From an optimization exercise on the open Yosys and OpenROAD flow, aimed at small area, a short achievable clock period and few clock cycles per item; shortcuts taken in it are not production practice. Power figures rest on the tool's default switching activity, not on a simulated workload.

## tcp_congestion_window_update
module tcp_congestion_window_update #(
    parameter int WINDOW_BITS  = 32,
    parameter int TIMEOUT_BITS = 24
) (
    input  wire logic                             clk,
    input  wire logic                             rst_n,
    input  wire logic                             cfg_write,
    input  wire logic [cwu_pkg::CFG_IDX_W-1:0]    cfg_index,
    input  wire logic [cwu_pkg::CFG_DATA_W-1:0]   cfg_data,
    input  wire logic                             in_valid,
    output logic                                  in_ready,
    input  wire logic                             operation,
    input  wire logic                             new_data_acked,
    output logic                                  out_valid,
    input  wire logic                             out_ready,
    output logic [cwu_pkg::OUT_WIN_W-1:0]         window,
    output logic [cwu_pkg::OUT_TMO_W-1:0]         timeout_value,
    output logic                                  retransmit,
    output logic                                  restart_timer,
    output logic                                  in_avoidance
);
Settings: LEC_CHECK=0, CAP_MARGIN=20, CORE_MARGIN=2, CORE_UTILIZATION=40, SETUP_SLACK_MARGIN=5.0, SLEW_MARGIN=20; clock period 8.5 ns.
standard.sh (not shown) runs the stock make flow with config.mk's settings and CLKGATE_MAP_FILE= SYNTH_SCRIPT=/design/flow/synth_recipe.tcl, a recipe that flattens the netlist after the stock synthesis.
==> flow/flow/run.sh <==
#!/bin/bash
# Standard layout, with plain buffers (not delay cells) on the ports.
set -e
export BUFFER_PORTS_ARGS="-buffer_cell sky130_fd_sc_hd__buf_2"
bash standard.sh > standard.log 2>&1
The baseline went through all stages and came out clean.
Change:
--- a/flow/design.v
+++ b/flow/design.v
@@ -94,22 +94,23 @@
     logic [4:0]  msb_w;
     logic [4:0]  msb_s;
     logic [5:0]  kdiff;
     logic [31:0] rem_init;
     logic [4:0]  psel;
     logic        nb_next;
     logic        sub1;
     logic [32:0] y1;
     logic        qb1;
     logic        sq_clear;
     logic [32:0] bx;
+    logic [31:0] add_b;
     logic [32:0] add_s;
     logic [31:0] win_sat;
     logic [24:0] tmo_dbl;
     logic [23:0] tmo_new;
     logic        pop;
     logic        commit_nd;    
     logic        commit_fin;   
     logic        start;        
     logic        load_start;
     logic        is_to, is_ss, is_dz;
     assign avoid    = win_reg >= thr_reg;
@@ -130,23 +131,24 @@
         for (int i = 0; i < 32; i++)
             if (q_reg[i]) qlen = 6'(i + 1);
     end
     assign rem_init = sq_busy ? 32'd0 : (sq_reg >> 1) >> mme_reg;
     assign psel     = (st == ST_DIV) ? j_reg - 5'd1 : mme_reg;
     assign nb_next  = sq_reg[psel];
     assign sq_clear = sq_busy && sq_cnt[4];
     assign sub1 = !rem_reg[32] && !sq_busy;
     assign bx   = sq_busy ? (sq_bit ? {17'd0, seg_reg} : 33'd0) : ({1'b0, win_reg} ^ {33{sub1}});
     assign y1   = {rem_reg[31:0], nb_reg} + bx + {32'd0, sub1};
     assign qb1  = !y1[32];
-    assign add_s   = {1'b0, win_reg} + {1'b0, q_reg};
+    assign add_b   = (st == ST_FIN) ? q_reg : {16'd0, seg_reg};
+    assign add_s   = {1'b0, win_reg} + {1'b0, add_b};
     assign win_sat = add_s[32] ? 32'hFFFF_FFFF : add_s[31:0];
     assign tmo_dbl = {tmo_reg, 1'b0};
     assign tmo_new = (tmo_dbl > {1'b0, ceil_reg}) ? ceil_reg : tmo_dbl[23:0];
     assign is_to  = !f0op;
     assign is_ss  = head_div && !avoid;
     assign is_dz  = head_div && avoid && (qze_reg || win_reg == '0);   
     always_comb begin
         commit_nd  = 1'b0;
         commit_fin = 1'b0;
         start      = 1'b0;
         if (st == ST_FIN) begin
@@ -267,25 +269,23 @@
         end
         if (st == ST_DIV || (sq_busy && !sq_clear)) begin
             rem_reg <= y1;
             j_reg   <= j_reg - 5'd1;
         end else begin
             rem_reg <= {1'b0, rem_init};
             j_reg   <= mme_reg;
         end
         nb_reg <= nb_next && !sq_busy;
         if (st == ST_DIV)
             q_reg <= {q_reg[30:0], qb1};
-        else if (start)
+        else if (load_start)
             q_reg <= '0;
-        else if (load_start)
-            q_reg <= {16'd0, seg_reg};
     end
     assign in_ready      = !f1v;
     assign out_valid     = ov_reg;
     assign window        = win_reg;
     assign timeout_value = tmo_reg;
     assign retransmit    = rex_reg;
     assign restart_timer = rex_reg;
     assign in_avoidance  = avo_reg;
 endmodule
 `default_nettype wire
Effect:
- worst setup slack loses 0.13 ns
- hold slack hardly moves
- die area goes up by 2.3%
- first-iteration DRC count came out higher by 14%
- design area rose by about 4%
- combinational power increases by about 9%
No run of this note included a check of the RTL's function; only the layout flow was run.

==> re-timing with driven ports <==
In the flow no input, the clock included, has a driving cell. The finished layouts below were timed again as built, in two steps.
Step 1: set_driving_cell puts a clkbuf_16 on clk and a buf_2 on each other input, an assumption about the parent block.
Step 2 times the ports against the registers' clock, not the clock port: input delays grow and output delays shrink by t, the midpoint of the rising clock arrivals with the driver on.
Three values: ideal ports, drivers, drivers and shift; two values: the first two.
run | t (ns) | setup WS [ns] | worst setup path at the end | worst slew at a driven data input, ns
the first run | 0.599 | 4.889 / 4.889 / 4.636 | input to register | 0.05
the second run | 0.590 | 4.762 / 4.762 / 4.671 | input to register | 0.04
After both steps setup and hold are still met in every run listed. The setup slack of the first run, which loses most, moves by 0.000 ns with the drivers and by -0.253 ns with both steps.
